This is an optimization exercise on Yosys and OpenROAD, whose aim is small area and a short achievable clock period, not a production implementation. Where RTL was checked, it was by simulation tests only, not by an equivalence proof against the original. Power is estimated from default activity; no workload was simulated.

==> flow/design.v <==
module dual_issue_decode (
	input  logic			clk,
	input  logic			reset,
	input  logic [31:0]		instr_first,
	input  logic [31:0]		instr_second,
	input  logic [7:0]		pc,
	input  logic [7:0]		branch_pc,
	input  logic			branch_taken,
	output logic [31:0]		even_instr,
	output logic [10:0]		even_op,
	output logic [1:0]		even_unit,
	output logic [6:0]		even_rt,
	output logic			even_write,
	output logic [31:0]		odd_instr,
	output logic [10:0]		odd_op,
	output logic [1:0]		odd_unit,
	output logic [6:0]		odd_rt,
	output logic			odd_write,
	output logic			first_odd,
	output logic			stall,
	output logic [7:0]		stall_pc
);
	logic [31:0] a, b;			 
	logic ea, eb, oa, ob;		 
	logic [31:0] ew, ow;
	assign ew = ({32{ea}} & a) | ({32{eb}} & b);
	assign ow = ({32{oa}} & a) | ({32{ob}} & b);
	logic e_rrr, e_ila, e_ai, e_nop, e_fx1, e_shl;
	assign e_rrr = ew[31];
	assign e_ila = ~ew[31] & ew[30] & ~ew[29] & ew[25];
	assign e_ai  = ~ew[31] & ew[28] & ew[26];
	assign e_nop = ~ew[31] & ew[30] & ~ew[29] & ~ew[25];
	assign e_fx1 = e_ila | (~ew[31] & ~ew[30] & ew[28]);
	assign e_shl = ~ew[31] & ~ew[30] & ~ew[28] & ew[27];
	logic [6:0] e_rt0;
	logic e_wr0;
	assign e_rt0 = e_rrr ? ew[27:21] : ew[6:0];
	assign e_wr0 = (ew[31] | ew[30] | ew[28] | ew[27]) & ~e_nop;
	assign even_instr = ew;
	assign even_op    = {ew[31:28], ew[27:25] & {3{~e_rrr}}, ew[24] & ~e_rrr & ~e_ila,
		ew[23:21] & {3{~(e_rrr | e_ila | e_ai)}}};
	assign even_unit  = {e_fx1, e_fx1 | e_shl};
	assign even_rt    = e_rt0;
	assign even_write = e_wr0;
	logic o_ri10, o_ri16;
	assign o_ri10 = ow[29] & ~ow[27] & ow[26];
	assign o_ri16 = ow[29] & ~ow[27] & ~ow[26];
	logic o_ls;
	assign o_ls = o_ri10 | (ow[27] & ~ow[25]);
	assign odd_instr = ow;
	assign odd_op    = {ow[31:24], ow[23] & ~o_ri10, ow[22:21] & {2{~(o_ri10 | o_ri16)}}};
	assign odd_unit  = {o_ri16, o_ls};
	assign odd_rt    = ow[6:0];
	assign odd_write = ow[27] | (ow[28] & ow[26]);
	assign first_odd = oa;
	logic [5:1][6:0]	e_rt;
	logic [5:1]			e_al;	 
	logic [2:1]			e_lg;	 
	logic [4:1][6:0]	o_rt;
	logic [4:1]			o_al;
	logic [2:1]			o_lg;	 
	always_ff @(posedge clk) begin
		e_rt[1] <= e_rt0;
		o_rt[1] <= ow[6:0];
		for (int k = 2; k <= 5; k++) e_rt[k] <= e_rt[k-1];
		for (int k = 2; k <= 4; k++) o_rt[k] <= o_rt[k-1];
		e_lg[1] <= ~(e_fx1 | e_shl);	 
		e_lg[2] <= e_lg[1];
		o_lg[1] <= o_ls;	 
		o_lg[2] <= o_lg[1];
		if (reset) begin
			for (int k = 1; k <= 5; k++) e_al[k] <= 1'b0;
			for (int k = 1; k <= 4; k++) o_al[k] <= 1'b0;
		end else begin
			e_al[1] <= even_write & ~e_fx1;	 
			e_al[2] <= e_al[1];
			e_al[3] <= e_al[2] & e_lg[2];
			e_al[4] <= e_al[3];
			e_al[5] <= e_al[4];
			o_al[1] <= odd_write;					 
			o_al[2] <= o_al[1];
			o_al[3] <= o_al[2] & o_lg[2];
			o_al[4] <= o_al[3];
		end
	end
	function automatic logic busy(input logic [6:0] r,
		input logic ew_, input logic [6:0] ert, input logic ow_, input logic [6:0] ort,
		input logic [5:1][6:0] ert_h, input logic [5:1] eal,
		input logic [4:1][6:0] ort_h, input logic [4:1] oal);
		logic b;
		b = (ew_ && r == ert) || (ow_ && r == ort);
		for (int k = 1; k <= 5; k++) b = b || (eal[k] && r == ert_h[k]);
		for (int k = 1; k <= 4; k++) b = b || (oal[k] && r == ort_h[k]);
		busy = b;
	endfunction
	logic			sel_in, hold_f, hold_s;
	logic [31:0]	f, s;
	assign f = ({32{sel_in}} & instr_first) | ({32{hold_f}} & a);
	assign s = ({32{sel_in}} & instr_second) | ({32{hold_s}} & b);
	function automatic logic [6:0] dec(input logic [31:0] w);
		logic [10:0] o;
		logic ev, od, wr, ua, ub, uc, rrr;
		o = w[31:21];
		ev = 1'b0; od = 1'b0; wr = 1'b0; ua = 1'b0; ub = 1'b0; uc = 1'b0; rrr = 1'b0;
		if (o[10:7] == 4'b1100 || o[10:7] == 4'b1110) begin
			ev = 1'b1; wr = 1'b1; ua = 1'b1; ub = 1'b1; uc = 1'b1; rrr = 1'b1;
		end else if (o[10:4] == 7'b0100001) begin
			ev = 1'b1; wr = 1'b1;
		end else if (o[10:3] == 8'b00011100) begin
			ev = 1'b1; wr = 1'b1; ua = 1'b1;
		end else if (o == 11'b00011000000 || o == 11'b00011000001 || o == 11'b00001011011
				|| o == 11'b01111000100) begin
			ev = 1'b1; wr = 1'b1; ua = 1'b1; ub = 1'b1;
		end else if (o == 11'b01000000001) begin
			ev = 1'b1;
		end else if (o[10:3] == 8'b00110100) begin
			od = 1'b1; wr = 1'b1; ua = 1'b1;
		end else if (o[10:3] == 8'b00100100) begin
			od = 1'b1; ua = 1'b1; uc = 1'b1;
		end else if (o[10:2] == 9'b001100100) begin
			od = 1'b1;
		end else if (o[10:2] == 9'b001000000) begin
			od = 1'b1; uc = 1'b1;
		end else if (o == 11'b00111000100 || o == 11'b00111011100) begin
			od = 1'b1; wr = 1'b1; ua = 1'b1; ub = 1'b1;
		end else if (o == 11'b00000000001) begin
			od = 1'b1;
		end
		dec = {ev, od, wr, ua, ub, uc, rrr};
	endfunction
	logic [6:0] df, ds;
	logic f_ev, f_od, f_wr, f_ua, f_ub, f_uc;
	logic s_ev, s_od, s_wr, s_ua, s_ub, s_uc;
	assign df = dec(f);
	assign ds = dec(s);
	assign {f_ev, f_od, f_wr, f_ua, f_ub, f_uc} = df[6:1];
	assign {s_ev, s_od, s_wr, s_ua, s_ub, s_uc} = ds[6:1];
	logic [6:0] f_rt, s_rt;
	assign f_rt = df[0] ? f[27:21] : f[6:0];
	assign s_rt = ds[0] ? s[27:21] : s[6:0];
	logic stall_first, stall_second, busy_second, same_pipe, same_dest, raw_pair;
	assign stall_first =
		   (f_ua && busy(f[13:7],  even_write, e_rt0, odd_write, ow[6:0], e_rt, e_al, o_rt, o_al))
		|| (f_ub && busy(f[20:14], even_write, e_rt0, odd_write, ow[6:0], e_rt, e_al, o_rt, o_al))
		|| (f_uc && busy(f[6:0],   even_write, e_rt0, odd_write, ow[6:0], e_rt, e_al, o_rt, o_al));
	assign busy_second =
		   (s_ua && busy(s[13:7],  even_write, e_rt0, odd_write, ow[6:0], e_rt, e_al, o_rt, o_al))
		|| (s_ub && busy(s[20:14], even_write, e_rt0, odd_write, ow[6:0], e_rt, e_al, o_rt, o_al))
		|| (s_uc && busy(s[6:0],   even_write, e_rt0, odd_write, ow[6:0], e_rt, e_al, o_rt, o_al));
	assign same_pipe = (s_ev && f_ev) || (s_od && f_od);
	assign same_dest = f_wr && s_wr && (f_rt == s_rt);
	assign raw_pair = f_wr && ((s_ua && s[13:7] == f_rt) || (s_ub && s[20:14] == f_rt)
		|| (s_uc && s[6:0] == f_rt));
	assign stall_second = stall_first || same_pipe || same_dest || raw_pair || busy_second;
	logic go_first, go_second;
	assign go_first = ~branch_taken & ~stall_first;
	assign go_second = ~branch_taken & ~stall_second;
	always_ff @(posedge clk) begin
		a <= f;
		b <= s;
		ea <= ~reset & go_first & f_ev;
		eb <= ~reset & go_second & s_ev;
		oa <= ~reset & go_first & f_od;
		ob <= ~reset & go_second & s_od;
		sel_in <= reset | ~(branch_taken | stall_second);
		hold_f <= ~reset & ~branch_taken & stall_first;
		hold_s <= ~reset & ~branch_taken & stall_second;
		if (reset) begin
			stall <= 1'b0;
			stall_pc <= '0;
		end else if (branch_taken) begin
			stall <= 1'b1;
			stall_pc <= branch_pc + 8'd2;
		end else if (stall_second) begin
			stall <= 1'b1;
			stall_pc <= stall ? stall_pc : pc;
		end else begin
			stall <= 1'b0;
		end
	end
endmodule
clock: 9.0 ns
lec_check: 0
cap_margin: 20
core_margin: 2
core_utilization: 35
place_density: 0.5
setup_slack_margin: 5.0
slew_margin: 20
standard.sh (not shown) runs the stock make flow with config.mk's settings and CLKGATE_MAP_FILE= SYNTH_SCRIPT=/design/flow/synth_recipe.tcl, a recipe that flattens the netlist after the stock synthesis.
==> flow/flow/run.sh <==
#!/bin/bash
# The standard layout, with two changes:
#  - synthesis maps with an area-oriented ABC script (flow/abc_area.script),
#    otherwise the same as synth_recipe.tcl;
#  - the port buffers are plain buf_1 cells.
set -euo pipefail
HERE=$(pwd)
export BUFFER_PORTS_ARGS="-buffer_cell sky130_fd_sc_hd__buf_1"
export MY_ABC_SCRIPT=$HERE/flow/abc_area.script
sed "s#SYNTH_SCRIPT=[^ ]*#SYNTH_SCRIPT=$HERE/flow/synth.tcl#" standard.sh > own_standard.sh
bash own_standard.sh > flow_make.log 2>&1
==> flow/flow/abc_area.script <==
strash
dch
map -a
topo
stime -c
buffer -c
upsize -c
dnsize -c
==> flow/flow/synth.tcl <==
# The standard synthesis (synth_recipe.tcl), with ABC's mapping script replaced
# by the area-oriented one next to this file.
proc synth {args} { yosys synth -nofsm -noshare {*}$args }
proc abc {args} {
  set i [lsearch -exact $args -script]
  if { $i >= 0 && [info exists ::env(MY_ABC_SCRIPT)] } {
    set args [lreplace $args $i [expr {$i + 1}] -script $::env(MY_ABC_SCRIPT)]
  }
  yosys abc {*}$args
}
source $::env(SCRIPTS_DIR)/synth.tcl
# left out here: clear keep_hierarchy, flatten, clean up, hide names made inside functions, write 1_2_yosys.v
The baseline went through all stages and came out clean.
Rerun with:
--- a/flow/design.v
+++ b/flow/design.v
@@ -18,44 +18,43 @@
 	output logic			odd_write,
 	output logic			first_odd,
 	output logic			stall,
 	output logic [7:0]		stall_pc
 );
 	logic [31:0] a, b;			 
-	logic ea, eb, oa, ob;		 
+	logic av, bv;				 
 	logic [31:0] ew, ow;
-	assign ew = ({32{ea}} & a) | ({32{eb}} & b);
-	assign ow = ({32{oa}} & a) | ({32{ob}} & b);
+	assign ew = a;
+	assign ow = b;
 	logic e_rrr, e_ila, e_ai, e_nop, e_fx1, e_shl;
 	assign e_rrr = ew[31];
 	assign e_ila = ~ew[31] & ew[30] & ~ew[29] & ew[25];
 	assign e_ai  = ~ew[31] & ew[28] & ew[26];
 	assign e_nop = ~ew[31] & ew[30] & ~ew[29] & ~ew[25];
 	assign e_fx1 = e_ila | (~ew[31] & ~ew[30] & ew[28]);
 	assign e_shl = ~ew[31] & ~ew[30] & ~ew[28] & ew[27];
 	logic [6:0] e_rt0;
 	logic e_wr0;
 	assign e_rt0 = e_rrr ? ew[27:21] : ew[6:0];
 	assign e_wr0 = (ew[31] | ew[30] | ew[28] | ew[27]) & ~e_nop;
-	assign even_instr = ew;
+	assign even_instr = ew & {32{av}};
 	assign even_op    = {ew[31:28], ew[27:25] & {3{~e_rrr}}, ew[24] & ~e_rrr & ~e_ila,
-		ew[23:21] & {3{~(e_rrr | e_ila | e_ai)}}};
-	assign even_unit  = {e_fx1, e_fx1 | e_shl};
-	assign even_rt    = e_rt0;
-	assign even_write = e_wr0;
+		ew[23:21] & {3{~(e_rrr | e_ila | e_ai)}}} & {11{av}};
+	assign even_unit  = {e_fx1, e_fx1 | e_shl} & {2{av}};
+	assign even_rt    = e_rt0 & {7{av}};
+	assign even_write = e_wr0 & av;
 	logic o_ri10, o_ri16;
 	assign o_ri10 = ow[29] & ~ow[27] & ow[26];
 	assign o_ri16 = ow[29] & ~ow[27] & ~ow[26];
 	logic o_ls;
 	assign o_ls = o_ri10 | (ow[27] & ~ow[25]);
-	assign odd_instr = ow;
-	assign odd_op    = {ow[31:24], ow[23] & ~o_ri10, ow[22:21] & {2{~(o_ri10 | o_ri16)}}};
-	assign odd_unit  = {o_ri16, o_ls};
-	assign odd_rt    = ow[6:0];
-	assign odd_write = ow[27] | (ow[28] & ow[26]);
-	assign first_odd = oa;
+	assign odd_instr = ow & {32{bv}};
+	assign odd_op    = {ow[31:24], ow[23] & ~o_ri10, ow[22:21] & {2{~(o_ri10 | o_ri16)}}} & {11{bv}};
+	assign odd_unit  = {o_ri16, o_ls} & {2{bv}};
+	assign odd_rt    = ow[6:0] & {7{bv}};
+	assign odd_write = (ow[27] | (ow[28] & ow[26])) & bv;
 	logic [5:1][6:0]	e_rt;
 	logic [5:1]			e_al;	 
 	logic [2:1]			e_lg;	 
 	logic [4:1][6:0]	o_rt;
 	logic [4:1]			o_al;
 	logic [2:1]			o_lg;	 
@@ -90,16 +89,16 @@
 		logic b;
 		b = (ew_ && r == ert) || (ow_ && r == ort);
 		for (int k = 1; k <= 5; k++) b = b || (eal[k] && r == ert_h[k]);
 		for (int k = 1; k <= 4; k++) b = b || (oal[k] && r == ort_h[k]);
 		busy = b;
 	endfunction
-	logic			sel_in, hold_f, hold_s;
+	logic			sel_in, f_a, f_b, s_a, s_b;
 	logic [31:0]	f, s;
-	assign f = ({32{sel_in}} & instr_first) | ({32{hold_f}} & a);
-	assign s = ({32{sel_in}} & instr_second) | ({32{hold_s}} & b);
+	assign f = ({32{sel_in}} & instr_first) | ({32{f_a}} & a) | ({32{f_b}} & b);
+	assign s = ({32{sel_in}} & instr_second) | ({32{s_a}} & a) | ({32{s_b}} & b);
 	function automatic logic [6:0] dec(input logic [31:0] w);
 		logic [10:0] o;
 		logic ev, od, wr, ua, ub, uc, rrr;
 		o = w[31:21];
 		ev = 1'b0; od = 1'b0; wr = 1'b0; ua = 1'b0; ub = 1'b0; uc = 1'b0; rrr = 1'b0;
 		if (o[10:7] == 4'b1100 || o[10:7] == 4'b1110) begin
@@ -153,21 +152,22 @@
 		|| (s_uc && s[6:0] == f_rt));
 	assign stall_second = stall_first || same_pipe || same_dest || raw_pair || busy_second;
 	logic go_first, go_second;
 	assign go_first = ~branch_taken & ~stall_first;
 	assign go_second = ~branch_taken & ~stall_second;
 	always_ff @(posedge clk) begin
-		a <= f;
-		b <= s;
-		ea <= ~reset & go_first & f_ev;
-		eb <= ~reset & go_second & s_ev;
-		oa <= ~reset & go_first & f_od;
-		ob <= ~reset & go_second & s_od;
+		a <= f_ev ? f : s;
+		b <= f_od ? f : s;
+		av <= ~reset & (f_ev ? go_first : (s_ev & go_second));
+		bv <= ~reset & (f_od ? go_first : (s_od & go_second));
+		first_odd <= ~reset & go_first & f_od;
 		sel_in <= reset | ~(branch_taken | stall_second);
-		hold_f <= ~reset & ~branch_taken & stall_first;
-		hold_s <= ~reset & ~branch_taken & stall_second;
+		f_a <= ~reset & ~branch_taken & stall_first & ~f_od;
+		f_b <= ~reset & ~branch_taken & stall_first & f_od;
+		s_a <= ~reset & ~branch_taken & stall_second & f_od;
+		s_b <= ~reset & ~branch_taken & stall_second & ~f_od;
 		if (reset) begin
 			stall <= 1'b0;
 			stall_pc <= '0;
 		end else if (branch_taken) begin
 			stall <= 1'b1;
 			stall_pc <= branch_pc + 8'd2;
After rerunning:
- setup slack got worse by 45 ps
- critical path depth went up by 1
- global-route usage went down by 0.83 points
- final area went up by 5.5%
- die area went up by 5.1%
- clock skew went up by 4.2 ps
- combinational power went up by 55%
- count of clock-buffer cells in the layout went up by 7
- maximum frequency went down by about 1.1%
- flip-flop and latch count went up by 1
- power went up by 22%
- synthesized area went up by 5.2%
- via count went up by 11%
- wire length went up by about 2.6%
The RTL of the second run of this note was laid out without a check of its function.

## afterwards: timing with drivers on the ports
The results above use ideal ports. As a check the final layouts listed here were re-extracted and re-timed, cells and wires unchanged. Step 1 (the two cells are an assumption about what drives the block):
set clk [get_ports {clk}]
set_driving_cell -lib_cell sky130_fd_sc_hd__clkbuf_16 $clk
set_driving_cell -lib_cell sky130_fd_sc_hd__buf_2 [delete_from_list [all_inputs] $clk]
Step 2, shift: input delay + t, output delay - t, t = (earliest + latest rising clock arrival at the registers) / 2. This alone moves slack from input paths to output paths. Slacks: ideal / step 1 / step 2; pairs: ideal / step 1.
run | t (ns) | setup WS [ns] | worst data-port slew with drivers (ns)
the first run | 0.522 | 4.902 / 4.926 / 4.404 | 0.06
the second run | 0.517 | 4.856 / 4.884 / 4.367 | 0.06
After both steps setup and hold are still met in every run listed. The setup slack of the first run, which loses most, moves by +0.024 ns with the drivers and by -0.498 ns with both steps.
